Context: an optimization exercise on an open-source flow, tuned for small area, a short achievable clock period and few clock cycles. The choices shown serve that exercise and are no tape-out recipe.
RTL that was checked went through simulation tests only; none was proved equivalent to the original.

## build 84
## signed_int_to_decimal_ascii_top
module signed_int_to_decimal_ascii_top #(
  parameter int unsigned VALUE_BITS = sitda_pkg::VALUE_BITS_DEF
) (
  input  logic                         clk_i,
  input  logic                         rst_ni,
  input  logic                         in_valid_i,
  output logic                         in_ready_o,
  input  logic signed [VALUE_BITS-1:0] value_i,
  output logic                         out_valid_o,
  input  logic                         out_ready_i,
  output logic [sitda_pkg::CHAR_W-1:0] char_code_o,
  output logic                         last_char_o
);
Size in the first run: about 1100 cells after synthesis, ~47 I/O pins, ~8400 sq um of cells after synthesis.
Settings: LEC_CHECK=0, ABC_AREA=1, CAP_MARGIN=20, CORE_MARGIN=2, CORE_UTILIZATION=40, SETUP_SLACK_MARGIN=2.0, SLEW_MARGIN=20; clock period 4.5 ns.
standard.sh (not shown) runs the stock make flow with config.mk's settings and CLKGATE_MAP_FILE= SYNTH_SCRIPT=/design/flow/synth_recipe.tcl, a recipe that flattens the netlist after the stock synthesis.
==> flow/flow/run.sh <==
#!/bin/bash
# The standard layout, with buf_1 cells as the port buffers instead of the default choice.
# Each step's full output goes to a log file of its own in this folder.
set -euo pipefail
bash standard.sh synth > synth.log 2>&1
bash standard.sh "BUFFER_PORTS_ARGS=-buffer_cell sky130_fd_sc_hd__buf_1" finish > layout.log 2>&1
Testbench counts of build 84, summed over its fixed seeds: cycles 75,110.
Edits applied to the flow inputs when going from build 84 to build 85:
--- a/flow/design.v
+++ b/flow/design.v
@@ -31,17 +31,18 @@
     end
     dabble4 = r;
   endfunction
   function automatic logic [7:0] nib_code(input logic [3:0] n);
-    logic       hi;
-    logic [3:0] m;
-    logic       q;
-    logic [2:0] r;
-    hi = n >= 4'd10;
-    m  = hi ? n - 4'd10 : n;
-    q  = m >= 4'd5;
-    r  = q ? 3'(m - 4'd5) : m[2:0];
-    nib_code = {3'b000, hi, q, r == 3'd4, r[1] & ~r[2], (r[0] | r[2])};
+    logic hi, q, r2, r1, r0;
+    hi = n[3] & (n[2] | n[1]);
+    q  = (~n[3] & n[2] & n[1]) | (~n[3] & n[2] & n[0]) | (n[3] & ~n[2] & ~n[1]) |
+         (n[2] & n[1] & n[0]);
+    r2 = (~n[3] & n[2] & ~n[1] & ~n[0]) | (n[3] & ~n[2] & ~n[1] & n[0]) |
+         (n[3] & n[2] & n[1] & ~n[0]);
+    r1 = ~((~n[3] & n[2] & ~n[0]) | (~n[3] & ~n[1]) | (n[3] & ~n[2] & n[0]) | (n[3] & n[1]));
+    r0 = (~n[3] & n[2] & ~n[0]) | (n[3] & ~n[2] & ~n[1]) | (n[3] & ~n[1] & n[0]) |
+         (~n[2] & n[0]) | (n[2] & n[1] & ~n[0]);
+    nib_code = {3'b000, hi, q, r2, r1, r0};
   endfunction
   function automatic logic [3:0] dig_inc(input logic [3:0] d);
     logic [3:0] o;
     o[3] = d[3] ^ d[2];
==> run summary <==
Lower minimum clock period goes to build 84 over build 85. Build 85 can be clocked slower than build 84. The core of build 85 is more densely filled than that of build 84. Taking build 85 over build 84, the count of buffers not belonging to the clock network in the layout ratio works out to 1.5. Build 84 has a lower number of fill cells than build 85.
For build 85, only the layout was checked, not whether the RTL still works.

* * *

## main
Another version of the RTL of signed_int_to_decimal_ascii_top (not shown whole).
Size: roughly 1,200 cells after synthesis, about 130 flip-flops, about 47 I/O pins, roughly 0.0088 mm2 of cells after synthesis.
Settings: LEC_CHECK=0, ABC_AREA=1, CAP_MARGIN=20, CORE_MARGIN=2, CORE_UTILIZATION=40, SETUP_SLACK_MARGIN=2.0, SLEW_MARGIN=20; clock period 4.5 ns.
run.sh (not shown) runs the stock make flow with config.mk's settings and CLKGATE_MAP_FILE= SYNTH_SCRIPT=/design/flow/synth_recipe.tcl, a recipe that flattens the netlist after the stock synthesis.
Stock flow here: none of the scripts above is used.
main completed every stage of the flow, and the final layout passed the timing, DRC and antenna checks.
Testbench counts of main, summed over its fixed seeds: cycles 75,110.
### main -> the feature branch
-- flow/design.v --
<<< main, line 43
    nib_code = {3'b000, hi, q, r == 3'd4, r[1] & ~r[2], (r[0] | r[2])};
  endfunction
  function automatic logic [3:0] dig_bin(input logic [3:0] d);
    logic [3:0] v;
>>> the feature branch, line 43
    nib_code = {3'b000, hi, q, r == 3'd4, r[1] & ~r[2], (r[0] | r[2])};
  endfunction
  function automatic logic [3:0] dig_inc(input logic [3:0] d);
    logic [3:0] o;
    o[3] = d[3] ^ d[2];
    o[2] = ~d[2] & d[1] & d[0];
    o[1] = ~d[2] & (d[1] ^ d[0]);
    o[0] = ~d[2] & (~d[0] | d[1]);
    dig_inc = o;
  endfunction
  function automatic logic [3:0] dig_bin(input logic [3:0] d);
    logic [3:0] v;
<<< main, line 74
    logic       minus;
    logic [3:0] dig;
    logic       inc;
    logic       last;
  } och_t;
>>> the feature branch, line 82
    logic       minus;
    logic [3:0] dig;
    logic       last;
  } och_t;
<<< main, line 180
  assign e_free   = !ebusy_q || (take && elast_q);
  assign ech.minus = enegp_q;
  assign ech.dig   = edig;
  assign ech.inc   = ecin;
  assign ech.last = e_last;
  logic            finish;
>>> the feature branch, line 187
  assign e_free   = !ebusy_q || (take && elast_q);
  assign ech.minus = enegp_q;
  assign ech.dig   = ecin ? sitda_pkg::dig_inc(edig) : edig;
  assign ech.last = e_last;
  logic            finish;
<<< main, line 301
  end
  assign out_valid_o = o0_v_q;
  logic [3:0] obin;
  assign obin        = sitda_pkg::dig_bin(o0_q.dig);
  assign char_code_o = o0_q.minus ? 8'h2D :
                       {4'h3, !o0_q.inc ? obin : (obin == 4'd9) ? 4'd0 : obin + 4'd1};
  assign last_char_o = o0_q.last;
endmodule
>>> the feature branch, line 307
  end
  assign out_valid_o = o0_v_q;
  assign char_code_o = o0_q.minus ? 8'h2D : {4'h3, sitda_pkg::dig_bin(o0_q.dig)};
  assign last_char_o = o0_q.last;
endmodule
==> comparison <==
Compared with main, in the feature branch number of enable-type register cells in the synthesized netlist decreased by 2 relative to the old numbers; synthesized cell count -4; final cell count rose about 0.8%; portion of netlist area occupied by mux cells now sits at about the same level.
[compare] base=main new=the feature branch: standard cell core area held steady; post-cts sizing count fell by 5.
The via count of the first global-routing pass of main and that of the feature branch are within noise of each other.
NOTE: flip-flop and latch count in the feature branch falls short of that of main
The core of the feature branch is more densely filled than that of main.
Total routing resource utilization after global routing: the feature branch > main
The flow did not stop early for the feature branch: all stages ran, and the layout cleared the timing, DRC and antenna checks.
Testbench counts of the feature branch, summed over its fixed seeds: cycles 75,110.

* * *

RTL: one of the versions met above, not the one the previous note started from.
Size in the first run: roughly 1200 cells after synthesis, ~120 flip-flops, about 47 I/O pins, about 8300 um2 of cells after synthesis.
export LEC_CHECK = 0
export ABC_AREA = 1
export CAP_MARGIN = 20
export CORE_MARGIN = 2
export CORE_UTILIZATION = 40
export CTS_BUF_LIST = sky130_fd_sc_hd__clkbuf_4 sky130_fd_sc_hd__clkbuf_8
export SETUP_SLACK_MARGIN = 2.0
export SLEW_MARGIN = 20
create_clock -name core_clock -period 4.5 [get_ports {clk_i}]
standard.sh (not shown) runs the stock make flow with config.mk's settings and CLKGATE_MAP_FILE= SYNTH_SCRIPT=/design/flow/synth_recipe.tcl, a recipe that flattens the netlist after the stock synthesis.
Scripts as last shown in full above: flow/flow/run.sh
==> next run, changes <==
--- a/flow/design.v
+++ b/flow/design.v
@@ -29,22 +29,21 @@
     for (int s = 3; s >= 0; s--) begin
       r = bcd_dbl(r, n[s]);
     end
     dabble4 = r;
   endfunction
   function automatic logic [7:0] nib_code(input logic [3:0] n);
-    logic hi, q, r2, r1, r0;
-    hi = n[3] & (n[2] | n[1]);
-    q  = (~n[3] & n[2] & n[1]) | (~n[3] & n[2] & n[0]) | (n[3] & ~n[2] & ~n[1]) |
-         (n[2] & n[1] & n[0]);
-    r2 = (~n[3] & n[2] & ~n[1] & ~n[0]) | (n[3] & ~n[2] & ~n[1] & n[0]) |
-         (n[3] & n[2] & n[1] & ~n[0]);
-    r1 = ~((~n[3] & n[2] & ~n[0]) | (~n[3] & ~n[1]) | (n[3] & ~n[2] & n[0]) | (n[3] & n[1]));
-    r0 = (~n[3] & n[2] & ~n[0]) | (n[3] & ~n[2] & ~n[1]) | (n[3] & ~n[1] & n[0]) |
-         (~n[2] & n[0]) | (n[2] & n[1] & ~n[0]);
-    nib_code = {3'b000, hi, q, r2, r1, r0};
+    logic       hi;
+    logic [3:0] m;
+    logic       q;
+    logic [2:0] r;
+    hi = n >= 4'd10;
+    m  = hi ? n - 4'd10 : n;
+    q  = m >= 4'd5;
+    r  = q ? 3'(m - 4'd5) : m[2:0];
+    nib_code = {3'b000, hi, q, r == 3'd4, r[1] & ~r[2], (r[0] | r[2])};
   endfunction
   function automatic logic [3:0] dig_inc(input logic [3:0] d);
     logic [3:0] o;
     o[3] = d[3] ^ d[2];
     o[2] = ~d[2] & d[1] & d[0];
     o[1] = ~d[2] & (d[1] ^ d[0]);
The new run produced a clean layout. Global-route usage came out lower by 0.32 points. Routed wire length fell slightly. Worst hold slack gets worse by 3.3 ps. Clock-buffer cell count came out lower by 4. Die area goes up slightly. Flip-flop and latch count does not change. Worst setup slack improved by 34 ps. Cell count drops by a few percent. Cell area decreases by a few percent. Core utilization came out lower by 1.4 points. First-iteration DRC count fell by about a fifth. Synthesized cell count shrinks by a few percent.
Testbench counts after the change, summed over its fixed seeds: cycles 75,110.
For the first run of this note, only the layout was checked, not whether the RTL still works.

* * *

the previous run:
The RTL this note starts from:
==> flow/design.v <==
`timescale 1ns / 1ps
package sitda_pkg;
  localparam int unsigned VALUE_BITS_DEF = 32;
  localparam int unsigned CHAR_W         = 8;
  localparam int unsigned BCD_W          = 38;
  function automatic logic [3:0] dig_dbl(input logic [2:0] r, input logic c);
    logic [3:0] o;
    o[3] = ~((~r[2] & ~r[1]) | (~r[0] & ~c));
    o[2] = (r[2] & c) | (r[1] & ~r[0] & ~c);
    o[1] = (~r[2] & r[0] & c) | (~r[1] & r[0] & ~c);
    o[0] = ~((~r[2] & ~r[1] & ~c) | (r[1] & c));
    dig_dbl = o;
  endfunction
  function automatic logic [BCD_W-1:0] bcd_dbl(input logic [BCD_W-1:0] b, input logic c);
    logic [BCD_W-1:0] o;
    logic [3:0]       t;
    o[3:0] = dig_dbl(b[2:0], c);
    for (int i = 1; i < 9; i++) begin
      o[4*i +: 4] = dig_dbl(b[4*i +: 3], b[4*i-1]);
    end
    t = dig_dbl({1'b0, b[37:36]}, b[35]);
    o[37:36] = t[1:0];
    bcd_dbl = o;
  endfunction
  function automatic logic [BCD_W-1:0] dabble4(input logic [BCD_W-1:0] b,
                                               input logic [3:0] n);
    logic [BCD_W-1:0] r;
    r = b;
    for (int s = 3; s >= 0; s--) begin
      r = bcd_dbl(r, n[s]);
    end
    dabble4 = r;
  endfunction
  function automatic logic [7:0] nib_code(input logic [3:0] n);
    logic [7:0] o;
    case (n)
      4'd0:  o = 8'h00;
      4'd1:  o = 8'h01;
      4'd2:  o = 8'h02;
      4'd3:  o = 8'h03;
      4'd4:  o = 8'h05;
      4'd5:  o = 8'h08;
      4'd6:  o = 8'h09;
      4'd7:  o = 8'h0A;
      4'd8:  o = 8'h0B;
      4'd9:  o = 8'h0D;
      4'd10: o = 8'h10;
      4'd11: o = 8'h11;
      4'd12: o = 8'h12;
      4'd13: o = 8'h13;
      4'd14: o = 8'h15;
      default: o = 8'h18;
    endcase
    nib_code = o;
  endfunction
  function automatic logic [3:0] dig_bin(input logic [3:0] d);
    logic [3:0] v;
    v = {1'b0, d[2], d[1], d[0] & ~d[2]};
    dig_bin = d[3] ? v + 4'd5 : v;
  endfunction
endpackage
`timescale 1ns / 1ps
module signed_int_to_decimal_ascii_top #(
  parameter int unsigned VALUE_BITS = sitda_pkg::VALUE_BITS_DEF
) (
  input  logic                         clk_i,
  input  logic                         rst_ni,
  input  logic                         in_valid_i,
  output logic                         in_ready_o,
  input  logic signed [VALUE_BITS-1:0] value_i,
  output logic                         out_valid_o,
  input  logic                         out_ready_i,
  output logic [sitda_pkg::CHAR_W-1:0] char_code_o,
  output logic                         last_char_o
);
  localparam int unsigned BcdW = sitda_pkg::BCD_W;
  localparam int unsigned PartW = 33;
  typedef struct packed {
    logic [3:0] n;
    logic       first;
    logic       last;
    logic       neg;
  } nib_t;
  typedef struct packed {
    logic       minus;
    logic [3:0] dig;
    logic       last;
  } och_t;
  logic            f_act_q;   
  logic [7:0]      fptr_q;    
  logic            h_v_q;     
  nib_t            h_q;
  logic            t_v_q;     
  nib_t            t_q;
  logic            cneg_q;    
  logic            czero_q;   
  logic            esingle_q;  
  logic            elast_q;   
  logic [PartW-1:0] bcd_q;
  logic            ebusy_q;
  logic            efirst_q;  
  logic            enegp_q;   
  logic [9:0]      p1h_q;     
  logic [BcdW-1:0] dig_q;
  logic            o0_v_q;    
  och_t            o0_q;
  logic            o1_v_q;    
  och_t            o1_q;
  logic        neg;
  logic [31:0] u;
  logic [7:0]  zlow;          
  logic [3:0]  mag [8];       
  logic [7:0]  flag;          
  logic [7:0]  first1h;       
  logic [7:0]  sel;
  nib_t        fnib;
  assign neg = value_i[VALUE_BITS-1];
  assign u   = value_i ^ {32{neg}};
  always_comb begin
    for (int j = 0; j < 8; j++) begin
      zlow[j] = (j == 0) ? 1'b1 : ~|(value_i & ((32'd1 << (4*j)) - 32'd1));
    end
    for (int j = 0; j < 8; j++) begin
      mag[j] = u[4*j +: 4] + {3'd0, neg && zlow[j]};
    end
    flag[0] = 1'b0;
    flag[1] = 1'b1;
    for (int j = 2; j < 8; j++) begin
      flag[j] = (|u[4*j +: 4]) || (neg && (&u[4*j-4 +: 4]));
    end
    for (int j = 0; j < 8; j++) begin
      first1h[j] = flag[j] && !(|(flag & (8'hFF << (j+1))));
    end
  end
  assign sel = f_act_q ? fptr_q : first1h;
  always_comb begin
    for (int b = 0; b < 4; b++) begin
      logic [7:0] mb;
      for (int j = 0; j < 8; j++) begin
        mb[j] = mag[j][b];
      end
      fnib.n[b] = |(mb & sel);
    end
    fnib.first = !f_act_q;
    fnib.last  = sel[0];
    fnib.neg   = neg;
  end
  logic [9:0] nz;             
  logic [9:0] top1h;          
  logic [9:0] esel;
  logic [3:0] edig;
  logic       take;
  logic       e_last;
  logic       e_free;
  logic       emit_now;
  och_t       ech;
  always_comb begin
    for (int d = 0; d < 9; d++) begin
      nz[d] = |dig_q[4*d +: 4];
    end
    nz[9] = |dig_q[36 +: 2];
    for (int d = 1; d < 10; d++) begin
      top1h[d] = nz[d] && !(|(nz & (10'h3FF << (d+1))));
    end
    top1h[0] = !(|nz[9:1]);
  end
  assign esel = efirst_q ? top1h : p1h_q;
  always_comb begin
    for (int b = 0; b < 4; b++) begin
      logic [9:0] db;
      for (int d = 0; d < 9; d++) begin
        db[d] = dig_q[4*d+b];
      end
      db[9] = (b < 2) ? dig_q[36+b] : 1'b0;
      edig[b] = |(db & esel);
    end
  end
  assign take     = !o1_v_q;
  assign emit_now = ebusy_q && take;
  assign e_last   = elast_q;
  assign e_free   = !ebusy_q || (take && elast_q);
  assign ech.minus = enegp_q;
  assign ech.dig   = edig;
  assign ech.last = e_last;
  logic            finish;
  logic            start_t;
  logic            cons1;
  logic            cons2;
  logic            cons_any;
  logic [3:0]      hnib;
  logic [3:0]      tnib;
  logic [BcdW-1:0] bcd_nx;
  logic [7:0]      hcode;
  logic [7:0]      tcode;
  assign finish   = h_v_q && h_q.last && e_free;
  assign start_t  = finish && t_v_q && t_q.first;
  assign cons2    = start_t;
  assign cons1    = h_v_q && (!h_q.last || e_free) && !start_t;
  assign cons_any = h_v_q && (!h_q.last || e_free);
  assign hnib     = h_q.n;
  assign hcode    = sitda_pkg::nib_code(hnib);
  assign tnib     = t_q.n;
  assign tcode    = sitda_pkg::nib_code(tnib);
  assign bcd_nx   = sitda_pkg::dabble4({{(BcdW-PartW){1'b0}}, bcd_q}, hnib);
  logic fetch;
  logic f_is_last;
  assign f_is_last  = f_act_q && fptr_q[0];
  logic ir_q;
  logic f_act_d;
  logic fptr0_d;
  logic t_v_d;
  assign in_ready_o = ir_q;
  assign f_act_d    = fetch ? !f_is_last : f_act_q;
  assign fptr0_d    = fetch ? sel[1] : fptr_q[0];
  assign t_v_d      = cons2 ? 1'b0 :
                      (cons1 || !h_v_q) ? (t_v_q && fetch) : (t_v_q || fetch);
  assign fetch      = in_valid_i && (f_is_last ? !t_v_q : (!t_v_q || cons_any));
  logic pop;
  assign pop = o0_v_q && out_ready_i;
  always_ff @(posedge clk_i or negedge rst_ni) begin
    if (!rst_ni) begin
      f_act_q <= 1'b0;
      ir_q    <= 1'b0;
      h_v_q   <= 1'b0;
      t_v_q   <= 1'b0;
      ebusy_q <= 1'b0;
      o0_v_q  <= 1'b0;
      o1_v_q  <= 1'b0;
    end else begin
      f_act_q <= f_act_d;
      ir_q    <= f_act_d && fptr0_d && !t_v_d;
      t_v_q   <= t_v_d;
      if (cons2) begin
        h_v_q <= fetch;
      end else if (cons1 || !h_v_q) begin
        h_v_q <= t_v_q || fetch;
      end
      if (finish) begin
        ebusy_q <= 1'b1;
      end else if (emit_now && e_last) begin
        ebusy_q <= 1'b0;
      end
      if (!o0_v_q || pop) begin
        o0_v_q <= o1_v_q || emit_now;
        o1_v_q <= 1'b0;
      end else if (emit_now) begin
        o1_v_q <= 1'b1;
      end
    end
  end
  always_ff @(posedge clk_i) begin
    if (fetch) begin
      fptr_q <= sel >> 1;
    end
    if (cons2) begin
      h_q <= fnib;
    end else if (cons1 || !h_v_q) begin
      h_q <= t_v_q ? t_q : fnib;
      if (t_v_q) begin
        t_q <= fnib;
      end
    end else if (fetch) begin
      t_q <= fnib;
    end
    if (start_t || (h_v_q && !h_q.last)) begin
      bcd_q <= (start_t || h_q.first) ? {{(PartW-8){1'b0}}, start_t ? tcode : hcode}
                                      : bcd_nx[PartW-1:0];
    end
    if (start_t) begin
      cneg_q  <= t_q.neg;
      czero_q <= tnib == 4'd0;
    end else if (h_v_q && h_q.first) begin
      cneg_q  <= h_q.neg;
      czero_q <= hnib == 4'd0;
    end else if (h_v_q && !h_q.last) begin
      czero_q <= czero_q && (hnib == 4'd0);
    end
    if (finish) begin
      dig_q     <= bcd_nx;
      efirst_q  <= 1'b1;
      enegp_q   <= cneg_q;
      esingle_q <= czero_q && (hnib < 4'd10);
      elast_q   <= !cneg_q && czero_q && (hnib < 4'd10);
    end else if (emit_now) begin
      if (enegp_q) begin
        enegp_q <= 1'b0;
        elast_q <= esingle_q;
      end else begin
        efirst_q <= 1'b0;
        p1h_q    <= esel >> 1;
        elast_q  <= esel[1];
      end
    end
    if (!o0_v_q || pop) begin
      o0_q <= o1_v_q ? o1_q : ech;
    end
    if (emit_now) begin
      o1_q <= ech;
    end
  end
  assign out_valid_o = o0_v_q;
  assign char_code_o = o0_q.minus ? 8'h2D : {4'h3, sitda_pkg::dig_bin(o0_q.dig)};
  assign last_char_o = o0_q.last;
endmodule
clock: 4.5 ns
lec_check: 0
abc_area: 1
cap_margin: 20
core_margin: 2
core_utilization: 40
slew_margin: 20
run.sh (not shown) runs the stock make flow with config.mk's settings and CLKGATE_MAP_FILE= SYNTH_SCRIPT=/design/flow/synth_recipe.tcl, a recipe that flattens the netlist after the stock synthesis.
Stock flow here: none of the scripts above is used.
### the previous run -> the current run
--- a/flow/design.v
+++ b/flow/design.v
@@ -31,28 +31,17 @@
     end
     dabble4 = r;
   endfunction
   function automatic logic [7:0] nib_code(input logic [3:0] n);
-    logic [7:0] o;
-    case (n)
-      4'd0:  o = 8'h00;
-      4'd1:  o = 8'h01;
-      4'd2:  o = 8'h02;
-      4'd3:  o = 8'h03;
-      4'd4:  o = 8'h05;
-      4'd5:  o = 8'h08;
-      4'd6:  o = 8'h09;
-      4'd7:  o = 8'h0A;
-      4'd8:  o = 8'h0B;
-      4'd9:  o = 8'h0D;
-      4'd10: o = 8'h10;
-      4'd11: o = 8'h11;
-      4'd12: o = 8'h12;
-      4'd13: o = 8'h13;
-      4'd14: o = 8'h15;
-      default: o = 8'h18;
-    endcase
-    nib_code = o;
+    logic       hi;
+    logic [3:0] m;
+    logic       q;
+    logic [2:0] r;
+    hi = n >= 4'd10;
+    m  = hi ? n - 4'd10 : n;
+    q  = m >= 4'd5;
+    r  = q ? 3'(m - 4'd5) : m[2:0];
+    nib_code = {3'b000, hi, q, r == 3'd4, r[1] & ~r[2], (r[0] | r[2])};
   endfunction
   function automatic logic [3:0] dig_bin(input logic [3:0] d);
     logic [3:0] v;
     v = {1'b0, d[2], d[1], d[0] & ~d[2]};
Notes after the runs:
Diff the previous run -> the current run | flip-flop and latch count | decrease of 7.4%. Summary — mean routed wirelength per cell, the current run relative to the previous run: lower, by about 2.7%. Looking only at routability congestion estimate from global placement, and setting everything else aside, the lower value of the current run and the previous run goes to the previous run. Of the current run and the previous run, the run reporting the higher largest stage delay on the critical path was the current run. The run showing the smaller multi-input logic area is the current run. Between the current run and the previous run, the total die area is lower for the current run. Comparing the current run and the previous run, the higher growth of design area from synthesis to finish was measured on the previous run. Diff the previous run -> the current run: portion of the clock cycle consumed by the worst path in the final layout saw a decrease. The launch point of the worst path comes out value_i[2] in one run and value_i[7] in the other, namely in the current run and the previous run respectively.
No functional check of the RTL was part of any run of this note.

## afterwards: timing with drivers on the ports
In the flow no input, the clock included, has a driving cell. The finished layouts below were timed again as built, in two steps. Step 1 (the two cells are an assumption about what drives the block):
set clk [get_ports {clk_i}]
set_driving_cell -lib_cell sky130_fd_sc_hd__clkbuf_16 $clk
set_driving_cell -lib_cell sky130_fd_sc_hd__buf_2 [delete_from_list [all_inputs] $clk]
Step 2 moves the port delays by t, midway between the first and last clock arrival at a register: inputs arrive t later, outputs are due t later. That takes back most of the time a late clock gives input paths. a / b / c = ideal ports / drivers / drivers and shift; a / b = the first two.
run	t (ns)	setup slack, ns	worst setup path at the end	cell pins on the clock port's net
build 84	0.465	2.103 / 2.054 / 1.676	input to register	1
build 85	0.462	2.015 / 2.015 / 1.656	input to register	1
main	0.464	1.440 / 1.393 / 1.710	input to register	1
the feature branch	0.462	2.078 / 2.043 / 1.609	input to register	1
the first run of note 3	0.483	2.037 / 1.996 / 1.616	input to register	1
the second run of note 3	0.480	2.072 / 2.033 / 1.655	input to register	1
the previous run	0.467	0.595 / 0.618 / 0.151	input to register	1
the current run	0.449	0.893 / 0.911 / 0.462	input to register	1
After both steps setup and hold are still met in every run listed. For the feature branch, which loses most, drivers alone change the setup slack by -0.035 ns; drivers and shift together by -0.469 ns.
